Context: an optimization exercise on an open-source flow, tuned for small area. The choices shown serve that exercise and are no tape-out recipe. Function was checked by simulation only, so behaviour that the tests miss may differ from the original. Power is estimated from default activity; no workload was simulated.

--- design.v ---
`default_nettype none
package shooter_pkg;
	typedef logic [3:0] heading_t;    
	typedef logic [8:0] dist_t;       
	typedef logic [3:0] points_t;
	typedef logic [19:0] bcd_score_t;
	typedef enum logic [1:0] {
		WPN_SPREAD,    
		WPN_TRIPLE,    
		WPN_CANNON     
	} weapon_t;
	typedef enum logic [1:0] {
		EN_BRUTE,
		EN_RAIDER,
		EN_DART,
		EN_TITAN
	} enemy_t;
	typedef enum logic [2:0] {
		ST_IDLE,
		ST_FIRE,
		ST_SPAWN,
		ST_MOVE,
		ST_SWEEP,
		ST_DONE
	} step_state_t;
	localparam int SCORE_DIGITS = 5;
	localparam dist_t RANGE_AXIS = 9'd240;    
	localparam dist_t RANGE_DIAG = 9'd340;    
	localparam dist_t RANGE_SKEW = 9'd260;    
	localparam dist_t BREACH_DIST = 9'd15;
	localparam logic [15:0] SPAWN_SEED = 16'hace1;
endpackage
`default_nettype wire
`timescale 1ns/1ns
`default_nettype none
import shooter_pkg::*;
module pilot_controls
(
	input  logic     CLK,
	input  logic     RESET,
	input  logic     fire,             
	input  logic     rotate_cw,
	input  logic     rotate_ccw,
	input  logic     weapon_switch,
	input  logic     fire_take,        
	output shooter_pkg::heading_t heading,
	output logic [1:0]weapon,
	output logic     fire_pending
);
	logic [3:0] sync_a;       
	logic [3:0] sync_b;
	logic [3:0] sync_prev;    
	logic [3:0] press;
	always_ff @(posedge CLK) begin
		if (RESET) begin
			sync_a <= '1;           
			sync_b <= '1;
			sync_prev <= '1;
		end else begin
			sync_a <= {weapon_switch, rotate_ccw, rotate_cw, fire};
			sync_b <= sync_a;
			sync_prev <= sync_b;
		end
	end
	assign press = sync_prev & ~sync_b;    
	function automatic logic [1:0] next_weapon(logic [1:0] w);
		case (w)
			WPN_SPREAD: next_weapon = WPN_TRIPLE;
			WPN_TRIPLE: next_weapon = WPN_CANNON;
			default:    next_weapon = WPN_SPREAD;
		endcase
	endfunction
	always_ff @(posedge CLK) begin
		if (RESET) begin
			heading <= '0;
			weapon <= WPN_SPREAD;
			fire_pending <= 1'b0;
		end else begin
			heading <= heading + {3'd0, press[2]} - {3'd0, press[1]};
			if (press[3])
				weapon <= next_weapon(weapon);
			if (press[0])
				fire_pending <= 1'b1;    
			else if (fire_take)
				fire_pending <= 1'b0;
		end
	end
endmodule
`default_nettype wire
`timescale 1ns/1ns
`default_nettype none
import shooter_pkg::*;
module step_sequencer
#(
	parameter int TICK_CYCLES = 64,
	parameter int BULLET_SLOTS = 20
) (
	input  logic                            CLK,
	input  logic                            RESET,
	input  logic                            fire_pending,
	output logic                            fire_take,
	output logic                            spawn_en,
	output logic                            move_en,
	output logic                            sweep_en,
	output logic [$clog2(BULLET_SLOTS)-1:0] sweep_slot,
	output logic                            step_done
);
	localparam int TICK_W = (TICK_CYCLES > 1) ? $clog2(TICK_CYCLES) : 1;
	localparam int SLOT_W = $clog2(BULLET_SLOTS);
	shooter_pkg::step_state_t       state;
	logic [TICK_W-1:0] tick_cnt;
	logic              tick;
	assign tick = (tick_cnt == TICK_W'(TICK_CYCLES - 1));
	always_ff @(posedge CLK) begin
		if (RESET)
			tick_cnt <= '0;
		else if (tick)
			tick_cnt <= '0;
		else
			tick_cnt <= tick_cnt + 1'b1;
	end
	always_ff @(posedge CLK) begin
		if (RESET) begin
			state <= ST_IDLE;
			sweep_slot <= '0;
		end else begin
			case (state)
				ST_IDLE: begin
					if (tick)
						state <= ST_FIRE;
				end
				ST_FIRE:  state <= ST_SPAWN;
				ST_SPAWN: state <= ST_MOVE;
				ST_MOVE: begin
					state <= ST_SWEEP;
					sweep_slot <= '0;
				end
				ST_SWEEP: begin
					if (sweep_slot == SLOT_W'(BULLET_SLOTS - 1))
						state <= ST_DONE;    
					else
						sweep_slot <= sweep_slot + 1'b1;
				end
				ST_DONE:  state <= ST_IDLE;
				default:  state <= ST_IDLE;
			endcase
		end
	end
	assign fire_take = (state == ST_FIRE) && fire_pending;
	assign spawn_en = (state == ST_SPAWN);
	assign move_en = (state == ST_MOVE);
	assign sweep_en = (state == ST_SWEEP);
	assign step_done = (state == ST_DONE);
endmodule
`default_nettype wire
`timescale 1ns/1ns
`default_nettype none
import shooter_pkg::*;
module bullet_pool
#(
	parameter int BULLET_SLOTS = 20
) (
	input  logic                            CLK,
	input  logic                            RESET,
	input  logic                            fire_take,
	input  logic [1:0]                       weapon,
	input  shooter_pkg::heading_t                        heading,
	input  logic                            move_en,
	input  logic                            sweep_en,
	input  logic [$clog2(BULLET_SLOTS)-1:0] sweep_slot,
	input  logic                            hit,
	output logic                            probe_valid,
	output shooter_pkg::heading_t                        probe_heading,
	output shooter_pkg::dist_t                           probe_dist,
	output logic [1:0]                       probe_weapon
);
	function automatic logic [8:0] range_of(logic [3:0] h);
		if (h[1:0] == 2'b00)
			range_of = RANGE_AXIS;
		else if (!h[0])
			range_of = RANGE_DIAG;
		else
			range_of = RANGE_SKEW;
	endfunction
	function automatic logic [3:0] bullet_speed(logic [1:0] w);
		case (w)
			WPN_SPREAD: bullet_speed = 4'd7;
			WPN_TRIPLE: bullet_speed = 4'd5;
			default:    bullet_speed = 4'd4;
		endcase
	endfunction
	function automatic logic [3:0] shot_ofs(logic [2:0] k);
		case (k)
			3'd0:    shot_ofs = 4'd2;
			3'd1:    shot_ofs = 4'd14;
			3'd2:    shot_ofs = 4'd1;
			3'd3:    shot_ofs = 4'd15;
			default: shot_ofs = 4'd0;
		endcase
	endfunction
	logic [BULLET_SLOTS-1:0] live;
	shooter_pkg::heading_t                b_head [BULLET_SLOTS];
	shooter_pkg::dist_t                   b_dist [BULLET_SLOTS];
	logic [1:0]               b_wpn [BULLET_SLOTS];
	logic [BULLET_SLOTS-1:0] fill;                     
	shooter_pkg::heading_t                fill_head [BULLET_SLOTS];
	function automatic logic [2:0] first_shot(logic [1:0] w);
		case (w)
			WPN_SPREAD: first_shot = 3'd0;
			WPN_TRIPLE: first_shot = 3'd2;
			default:    first_shot = 3'd4;
		endcase
	endfunction
	always_comb begin
		logic [2:0] k;
		k = first_shot(weapon);
		for (int i = 0; i < BULLET_SLOTS; i++) begin
			fill[i] = 1'b0;
			fill_head[i] = heading;
			if (!live[i] && k < 3'd5) begin
				fill[i] = 1'b1;
				fill_head[i] = heading + shot_ofs(k);
				k = k + 3'd1;
			end
		end
	end
	always_ff @(posedge CLK) begin
		if (RESET) begin
			live <= '0;
		end else begin
			for (int i = 0; i < BULLET_SLOTS; i++) begin
				if (fire_take && fill[i])
					live[i] <= 1'b1;
				else if (move_en && live[i] && b_dist[i] >= range_of(b_head[i]))
					live[i] <= 1'b0;    
			end
			if (hit)
				live[sweep_slot] <= 1'b0;    
		end
	end
	always_ff @(posedge CLK) begin
		for (int i = 0; i < BULLET_SLOTS; i++) begin
			if (fire_take && fill[i]) begin
				b_head[i] <= fill_head[i];
				b_dist[i] <= '0;
				b_wpn[i] <= weapon;
			end else if (move_en && live[i]) begin
				b_dist[i] <= b_dist[i] + {5'd0, bullet_speed(b_wpn[i])};
			end
		end
	end
	assign probe_valid = sweep_en && live[sweep_slot];
	assign probe_heading = b_head[sweep_slot];
	assign probe_dist = b_dist[sweep_slot];
	assign probe_weapon = b_wpn[sweep_slot];
endmodule
`default_nettype wire
`timescale 1ns/1ns
`default_nettype none
import shooter_pkg::*;
module enemy_pool
#(
	parameter int ENEMY_SLOTS = 8
) (
	input  logic     CLK,
	input  logic     RESET,
	input  logic     spawn_en,
	input  logic     move_en,
	input  logic     probe_valid,
	input  shooter_pkg::heading_t probe_heading,
	input  shooter_pkg::dist_t    probe_dist,
	input  logic [1:0]probe_weapon,
	output logic     hit,
	output logic     kill,
	output logic [1:0] kill_type
);
	function automatic logic [8:0] range_of(logic [3:0] h);
		if (h[1:0] == 2'b00)
			range_of = RANGE_AXIS;
		else if (!h[0])
			range_of = RANGE_DIAG;
		else
			range_of = RANGE_SKEW;
	endfunction
	function automatic logic [3:0] weapon_damage(logic [1:0] w);
		case (w)
			WPN_SPREAD: weapon_damage = 4'd2;
			WPN_TRIPLE: weapon_damage = 4'd3;
			default:    weapon_damage = 4'd9;
		endcase
	endfunction
	function automatic logic [3:0] enemy_speed(logic [1:0] t);
		case (t)
			EN_BRUTE:  enemy_speed = 4'd3;
			EN_RAIDER: enemy_speed = 4'd4;
			EN_DART:   enemy_speed = 4'd5;
			default:   enemy_speed = 4'd1;
		endcase
	endfunction
	function automatic logic [3:0] enemy_health(logic [1:0] t);
		case (t)
			EN_BRUTE:  enemy_health = 4'd6;
			EN_RAIDER: enemy_health = 4'd3;
			EN_DART:   enemy_health = 4'd2;
			default:   enemy_health = 4'd15;
		endcase
	endfunction
	localparam int IDX_W = (ENEMY_SLOTS > 1) ? $clog2(ENEMY_SLOTS) : 1;
	logic [ENEMY_SLOTS-1:0] live;
	logic [1:0]               e_type [ENEMY_SLOTS];
	shooter_pkg::heading_t               e_head [ENEMY_SLOTS];
	shooter_pkg::dist_t                  e_dist [ENEMY_SLOTS];
	logic [3:0]             e_health [ENEMY_SLOTS];
	logic [15:0]            lfsr;          
	logic                   free_found;
	logic [IDX_W-1:0]       free_idx;
	logic [IDX_W-1:0]       hit_idx;
	logic [3:0]             damage;
	shooter_pkg::heading_t               spawn_head;
	logic [1:0]               spawn_type;
	always_comb begin
		hit = 1'b0;
		hit_idx = '0;
		free_found = 1'b0;
		free_idx = '0;
		for (int i = ENEMY_SLOTS - 1; i >= 0; i--) begin
			if (probe_valid && live[i] && e_head[i] == probe_heading &&
					e_dist[i] <= probe_dist) begin
				hit = 1'b1;
				hit_idx = IDX_W'(i);
			end
			if (!live[i]) begin
				free_found = 1'b1;
				free_idx = IDX_W'(i);
			end
		end
	end
	assign damage = weapon_damage(probe_weapon);
	assign kill = hit && (damage >= e_health[hit_idx]);
	assign kill_type = e_type[hit_idx];
	assign spawn_head = lfsr[3:0];
	assign spawn_type = lfsr[5:4];
	always_ff @(posedge CLK) begin
		if (RESET) begin
			live <= '0;
			lfsr <= SPAWN_SEED;
		end else begin
			if (spawn_en)
				lfsr <= {lfsr[14:0], lfsr[15] ^ lfsr[13] ^ lfsr[12] ^ lfsr[10]};
			for (int i = 0; i < ENEMY_SLOTS; i++) begin
				if (spawn_en && free_found && free_idx == IDX_W'(i))
					live[i] <= 1'b1;
				else if (move_en && live[i] && e_dist[i] < BREACH_DIST)
					live[i] <= 1'b0;    
				else if (kill && hit_idx == IDX_W'(i))
					live[i] <= 1'b0;
			end
		end
	end
	always_ff @(posedge CLK) begin
		for (int i = 0; i < ENEMY_SLOTS; i++) begin
			if (spawn_en && free_found && free_idx == IDX_W'(i)) begin
				e_type[i] <= spawn_type;
				e_head[i] <= spawn_head;
				e_dist[i] <= range_of(spawn_head);    
				e_health[i] <= enemy_health(spawn_type);
			end else if (move_en && live[i] && e_dist[i] >= BREACH_DIST) begin
				e_dist[i] <= e_dist[i] - {5'd0, enemy_speed(e_type[i])};
			end else if (hit && !kill && hit_idx == IDX_W'(i)) begin
				e_health[i] <= e_health[i] - damage;
			end
		end
	end
endmodule
`default_nettype wire
`timescale 1ns/1ns
`default_nettype none
import shooter_pkg::*;
module score_keeper
(
	input  logic       CLK,
	input  logic       RESET,
	input  logic       fire_take,
	input  logic       kill,
	input  logic [1:0]   kill_type,
	output shooter_pkg::bcd_score_t score_bcd
);
	function automatic logic [3:0] enemy_points(logic [1:0] t);
		case (t)
			EN_BRUTE:  enemy_points = 4'd6;
			EN_RAIDER: enemy_points = 4'd3;
			EN_DART:   enemy_points = 4'd2;
			default:   enemy_points = 4'd15;
		endcase
	endfunction
	shooter_pkg::points_t    kill_pts;
	logic [4:0] add_pts;       
	shooter_pkg::bcd_score_t score_next;
	assign kill_pts = kill ? enemy_points(kill_type) : 4'd0;
	assign add_pts = {4'd0, fire_take} + {1'b0, kill_pts};
	always_comb begin
		logic [4:0] carry;
		logic [4:0] sum;
		carry = add_pts;
		for (int d = 0; d < SCORE_DIGITS; d++) begin
			sum = {1'b0, score_bcd[4*d +: 4]} + carry;
			if (sum >= 5'd20) begin
				score_next[4*d +: 4] = 4'(sum - 5'd20);
				carry = 5'd2;
			end else if (sum >= 5'd10) begin
				score_next[4*d +: 4] = 4'(sum - 5'd10);
				carry = 5'd1;
			end else begin
				score_next[4*d +: 4] = sum[3:0];
				carry = 5'd0;
			end
		end
	end
	always_ff @(posedge CLK) begin
		if (RESET)
			score_bcd <= '0;
		else if (fire_take || kill)
			score_bcd <= score_next;
	end
endmodule
`default_nettype wire
`timescale 1ns/1ns
`default_nettype none
module shooter_top #(
	parameter int TICK_CYCLES = 64,
	parameter int BULLET_SLOTS = 20,
	parameter int ENEMY_SLOTS = 8
) (
	input  logic                   CLK,
	input  logic                   RESET,
	input  logic                   fire,
	input  logic                   rotate_cw,
	input  logic                   rotate_ccw,
	input  logic                   weapon_switch,
	output shooter_pkg::heading_t  heading,
	output logic [1:0] weapon,
	output shooter_pkg::bcd_score_t score_bcd,
	output logic                   kill,
	output logic [1:0]  kill_type,
	output logic                   step_done
);
	logic                            fire_pending;
	logic                            fire_take;
	logic                            spawn_en;
	logic                            move_en;
	logic                            sweep_en;
	logic [$clog2(BULLET_SLOTS)-1:0] sweep_slot;
	logic                            probe_valid;    
	shooter_pkg::heading_t           probe_heading;
	shooter_pkg::dist_t              probe_dist;
	logic [1:0]          probe_weapon;
	logic                            hit;
	pilot_controls u_pilot_controls (
		.CLK(CLK), .RESET(RESET),
		.fire(fire), .rotate_cw(rotate_cw), .rotate_ccw(rotate_ccw),
		.weapon_switch(weapon_switch), .fire_take(fire_take),
		.heading(heading), .weapon(weapon), .fire_pending(fire_pending)
	);
	step_sequencer #(.TICK_CYCLES(TICK_CYCLES), .BULLET_SLOTS(BULLET_SLOTS)) u_step_sequencer (
		.CLK(CLK), .RESET(RESET), .fire_pending(fire_pending),
		.fire_take(fire_take), .spawn_en(spawn_en), .move_en(move_en),
		.sweep_en(sweep_en), .sweep_slot(sweep_slot), .step_done(step_done)
	);
	bullet_pool #(.BULLET_SLOTS(BULLET_SLOTS)) u_bullet_pool (
		.CLK(CLK), .RESET(RESET),
		.fire_take(fire_take), .weapon(weapon), .heading(heading),
		.move_en(move_en), .sweep_en(sweep_en), .sweep_slot(sweep_slot), .hit(hit),
		.probe_valid(probe_valid), .probe_heading(probe_heading),
		.probe_dist(probe_dist), .probe_weapon(probe_weapon)
	);
	enemy_pool #(.ENEMY_SLOTS(ENEMY_SLOTS)) u_enemy_pool (
		.CLK(CLK), .RESET(RESET),
		.spawn_en(spawn_en), .move_en(move_en),
		.probe_valid(probe_valid), .probe_heading(probe_heading),
		.probe_dist(probe_dist), .probe_weapon(probe_weapon),
		.hit(hit), .kill(kill), .kill_type(kill_type)
	);
	score_keeper u_score_keeper (
		.CLK(CLK), .RESET(RESET),
		.fire_take(fire_take), .kill(kill), .kill_type(kill_type),
		.score_bcd(score_bcd)
	);
endmodule
`default_nettype wire
--- run.sh ---
#!/bin/bash
# synth_recipe.tcl (not shown) runs the flow's synth.tcl, then flattens the netlist and writes it again
# the make line also repeats each setting of config.mk as NAME=value (left out here)
make -C /OpenROAD-flow-scripts/flow DESIGN_CONFIG=/design/flow/config.mk WORK_HOME=/design/flow/orfs CLKGATE_MAP_FILE= SYNTH_SCRIPT=/design/flow/synth_recipe.tcl finish
--- config.mk ---
export PLATFORM = sky130hd
export DESIGN_NAME = shooter_top
export DESIGN_NICKNAME = shooter_top
export VERILOG_FILES = /design/flow/design.v
export SDC_FILE = /design/flow/constraint.sdc
export NUM_CORES = 4
export LEC_CHECK = 0
export CAP_MARGIN = 20
export CORE_MARGIN = 2
export CORE_UTILIZATION = 40
export SLEW_MARGIN = 20
--- constraint.sdc ---
create_clock -name core_clock -period 20.0 [get_ports {CLK}]
set_input_delay 4.0000 -clock core_clock [delete_from_list [all_inputs] [get_ports {CLK}]]
set_output_delay 4.0000 -clock core_clock [all_outputs]
set_load 0.01 [all_outputs]
==> metrics.md <==
| Metric | Value |
|---|---|
| Status | `timing/DRC/antenna clean` |
| Std cell rows | `114` |
| Pin count of the biggest net entering global routing | `57` |
| Depth of the CTS H-tree | `3` |
| Most common cell after layout, fill and taps aside | `sky130_fd_sc_hd__nor2_1` |
| Routed WL | `117000 um` |
| Most frequent cells in the layout | `498 x sky130_fd_sc_hd__nor2_1, 442 x sky130_fd_sc_hd__ha_1, 380 x sky130_fd_sc_hd__nand2_1` |
| CTS root buffer | `sky130_fd_sc_hd__clkbuf_16` |
| Final Hold Fails | `0` |
| Number of design-rule violations left by the first detailed-router iteration | `2957` |
| I/O Pins | `36` |
| Largest cells by area after synthesis | `sky130_fd_sc_hd__edfxtp_1 21%, sky130_fd_sc_hd__dfxtp_1 14%, sky130_fd_sc_hd__ha_1 14%, sky130_fd_sc_hd__nor2_1 4.8%, sky130_fd_sc_hd__xnor2_1 4.3%` |
| Remaining number of nets flagged by the antenna check after routing | `0` |
| Maximum clock path buffer count | `3` |
| Share of synthesized area occupied by flip-flops and latches | `0.350` |
| Worst setup SP type | `flop` |
| Postcts setup bufs | `0` |
| Via density per instance | `5.61` |
| Overall track demand over capacity in global routing | `0.232` |
| Wire length of the first global-routing pass | `181000 um` |
| Area leader, netlist | `sky130_fd_sc_hd__edfxtp_1` |
| Type of the tightest min-delay check | `reg2reg` |
| Fraction of post-synthesis cell area in the top cell type by area | `0.208` |
| Setup slack on the worst flop-to-flop path | `1410 ps` |
| Mapped Area | `39200 um2` |
| Crit path max fanout | `30` |
| Clock Latency Late Sink | `640 ps` |
| Required time worst endpoint | `20490 ps` |
| Critical R2R Launch | `u_step_sequencer.sweep_slot[1]$_SDFFE_PP0P_` |
| Leading register cell type out of synthesis | `sky130_fd_sc_hd__dfxtp_1` |
| Type of element capturing the critical path | `flop` |
| Mean instance size in the synthesized netlist | `8.95 um2` |
| Number of detailed-route iterations in the first pass | `8` |
| Proportion of register bits with asynchronous set or reset after synthesis | `0` |
| Number of global-route vias before repair | `30400` |
| Overall via count from detail_route | `32000` |
| Peak supply drop | `0.958 mV` |
| Number of buffers inserted by hold repair at cts | `0` |
| TritonCTS Sinks | `549` |
| Critical Path Source | `u_step_sequencer.sweep_slot[1]$_SDFFE_PP0P_` |
| Critical register-to-register path endpoint | `u_score_keeper.score_bcd[17]$_SDFFE_PP0P_` |
| Last weighted congestion value of the routability-driven placer | `0.965` |
| Initial core utilization | `0.405` |
| TritonCTS Buffers | `67` |
| Worst setup path end | `u_score_keeper.score_bcd[17]$_SDFFE_PP0P_` |
| Standby leakage power | `0.0176 uW` |
| Antenna cell count | `0` |
| Maximum operating frequency | `53.8 MHz` |
| Final Cycle Share | `0.929` |
| DPL Wire Length | `87300 um` |
| Layout cell share with drive strength beyond 1 | `0.0761` |
| Setup TNS Final | `0 ps` |
| Placed Instances | `5583` |
| Number of enable-type register cells in the synthesized netlist | `272` |
| Synthesis warning total | `13` |
| Final #Nets | `4888` |
| Clock tree from TritonCTS | `built` |
| Slew at the pin closest to its max-slew limit | `1220 ps` |
| Die X | `317 um` |
| Area added between synthesis and finish | `10.5%` |
| Slowest stage cell, crit path | `sky130_fd_sc_hd__nor4_1` |
| Count of cells along the worst register-to-register path | `90` |
| Max-capacitance violation count | `0` |
| DRC violations left | `0` |
| Worst-case clock skew | `31.2 ps` |
| Overall overflow remaining after global route | `0` |
| Area of the core | `96900 um2` |
| Delay of the slowest cell on the worst path | `1000 ps` |
| Count of input and output buffers | `35` |
| Count of endpoints failing setup in the final report | `0` |
| Die ar. | `101000 um2` |
| Synth cell types | `106` |
| Synthesized Nets | `4894` |
| Clock input transition at the sequential cells of the worst setup and hold paths | `60 ps` |
| Cell area power density | `161 nW/um2` |
| Category of the most critical setup path | `reg2reg` |
| Number of instances resized during post-cts repair | `0` |
| CP Data Arrival Time | `19080 ps` |
| Final critical delay including setup and external delays | `18590 ps` |
| WL per Instance | `20.5 um` |
| Pins Over Slew Limit | `0` |
| Number of cells in the finished layout apart from fillers | `5706` |
| Most frequent cell on the critical path | `sky130_fd_sc_hd__ha_1` |
| Antenna violations before repair | `2` |
| Seq cells post-synth | `549` |
| Max-Slew Margin vs Limit | `0.180` |
| Setup repair after global routing missed its margin | `false` |
| DIE HEIGHT | `317 um` |
| Post-synthesis cell count | `4383` |
where the power goes:
group	leakage (uW)	total (uW)	switching (uW)	internal, uW
combinational	0.0118	4490	2780	1710
clock	0.00107	1240	520	718
sequential	0.00472	1240	13.8	1230
total	0.0176	6970	3320	3650
through the flow:
stage / setup WS, ps / power [uW] / hold slack [ps] / area [um2] / util
floorplan: 2650 / 4890 / 389 / 39200 / -
global placement: 998 / 5550 / 396 / 41100 / 0.424
detailed placement: 856 / 5670 / 398 / 41100 / 0.424
CTS: 774 / 6930 / 412 / 43300 / 0.447
global route: 53.0 / 7690 / 418 / 43300 / 0.447
finish: 1410 / 6970 / 410 / 43300 / 0.447
cell families (layout without fill, tap and decap cells):
kind of cell               count (synthesis)  after routing  synth area share
AOI/OAI and AO/OA                        895            895             0.153
and+or+nand+nor                         1488           1488             0.178
DFF                                      549            549             0.350
xor gates and xnor gates                 339            339            0.0757
adders and majority gates                506            506             0.173
buffers and inverters                    552            599            0.0539
muxes                                     54             54            0.0161
area by class of cell:
| class | count | area, um2 |
|---|---|---|
| clock buffers | 92 | 1850 |
| well taps | 1276 | 1600 |
| repair buffers | 102 | 848 |
| inverters | 375 | 1410 |
| fillers | 9294 | 53500 |
| flip-flops and latches | 549 | 13700 |
| multi-input cells | 3282 | 23600 |
| clock inverters | 30 | 325 |
layer usage:
layer,vias to the layer above,track usage,part of all wire
met5,-,0,0
met4,0,0.104,0.044
met3,242,0.0283,0.067
met2,1085,0.364,0.44
met1,15300,0.321,0.45
li1,15300,-,-
critical path: cells and delay by family (launching register included):
| family | cells | cell delay, ps |
|---|---|---|
| xor+xnor | 6 | 1210 |
| mux | 1 | 130 |
| flops | 1 | 840 |
| compound gates | 26 | 4360 |
| buf+inv | 11 | 1380 |
| fa+ha+maj | 18 | 5600 |
| simple gates | 28 | 4800 |
state kept, by name, summed over array words and instances, names as in the netlist:
register,cells
u_step_sequencer.state,3
u_step_sequencer.sweep_slot,5
u_enemy_pool.e_dist,72
u_bullet_pool.b_head,80
u_enemy_pool.lfsr,16
u_pilot_controls.sync_prev,4
u_enemy_pool.e_head,32
u_pilot_controls.weapon,2
u_enemy_pool.e_health,32
u_pilot_controls.sync_a,4
u_bullet_pool.b_wpn,40
u_step_sequencer.tick_cnt,6
u_pilot_controls.fire_pending,1
u_score_keeper.score_bcd,20
u_pilot_controls.heading,4
u_pilot_controls.sync_b,4
u_bullet_pool.live,20
u_enemy_pool.live,8
u_bullet_pool.b_dist,180
u_enemy_pool.e_type,16
worst min-delay path by stage:
stage	from	endpoint	slack (ps)	depth (start not counted)
final	u_pilot_controls.sync_a[0]$_SDFF_PP1_	u_pilot_controls.sync_b[0]$_SDFF_PP1_	410	1
after global placement	u_pilot_controls.sync_a[0]$_SDFF_PP1_	u_pilot_controls.sync_b[0]$_SDFF_PP1_	400	1
after detailed placement	u_pilot_controls.sync_a[0]$_SDFF_PP1_	u_pilot_controls.sync_b[0]$_SDFF_PP1_	400	1
after CTS	u_pilot_controls.sync_a[0]$_SDFF_PP1_	u_pilot_controls.sync_b[0]$_SDFF_PP1_	410	1
after floorplan	u_pilot_controls.sync_a[0]$_SDFF_PP1_	u_pilot_controls.sync_b[0]$_SDFF_PP1_	390	1
after global routing	u_pilot_controls.sync_a[0]$_SDFF_PP1_	u_pilot_controls.sync_b[0]$_SDFF_PP1_	420	1
synth_stat cells (27+ instances only):
cell,n
sky130_fd_sc_hd__a211oi_1,39
sky130_fd_sc_hd__a21o_1,41
sky130_fd_sc_hd__a21oi_1,291
sky130_fd_sc_hd__a222oi_1,30
sky130_fd_sc_hd__a22oi_1,90
sky130_fd_sc_hd__and3_1,27
sky130_fd_sc_hd__clkbuf_1,152
sky130_fd_sc_hd__dfxtp_1,277
sky130_fd_sc_hd__edfxtp_1,272
sky130_fd_sc_hd__fa_1,63
sky130_fd_sc_hd__ha_1,442
sky130_fd_sc_hd__inv_1,358
sky130_fd_sc_hd__mux2i_1,41
sky130_fd_sc_hd__nand2_1,381
sky130_fd_sc_hd__nand2b_1,67
sky130_fd_sc_hd__nand3_1,131
sky130_fd_sc_hd__nand3b_1,35
sky130_fd_sc_hd__nand4_1,55
sky130_fd_sc_hd__nor2_1,502
sky130_fd_sc_hd__nor2b_1,75
sky130_fd_sc_hd__nor3_1,66
sky130_fd_sc_hd__o21a_1,27
sky130_fd_sc_hd__o21ai_0,189
sky130_fd_sc_hd__or2_2,65
sky130_fd_sc_hd__xnor2_1,194
sky130_fd_sc_hd__xor2_1,145

## separate check: timing with driven ports
In the flow no input, the clock included, has a driving cell. The finished layout below was timed again as built, in two steps. Step 1, drivers: a clkbuf_16 drives CLK and a buf_2 each remaining input, both assumed. Step 2, shift: input delay + t, output delay - t, t = (earliest + latest rising clock arrival at the registers) / 2. This alone moves slack from input paths to output paths. a / b / c = ideal / step 1 / step 2; a / b = the first two.
t (ns): 0.689
setup slack, ns: 1.415 / 1.415 / 1.415
worst hold slack (ns): 0.410 / 0.410 / 0.410
worst setup path after step 2: register to register
worst register clock-pin slew, ns: 0.06 / 0.06
After both steps this run still meets setup and hold. The setup slack of this run moves by 0.000 ns with the drivers and by 0.000 ns with both steps.
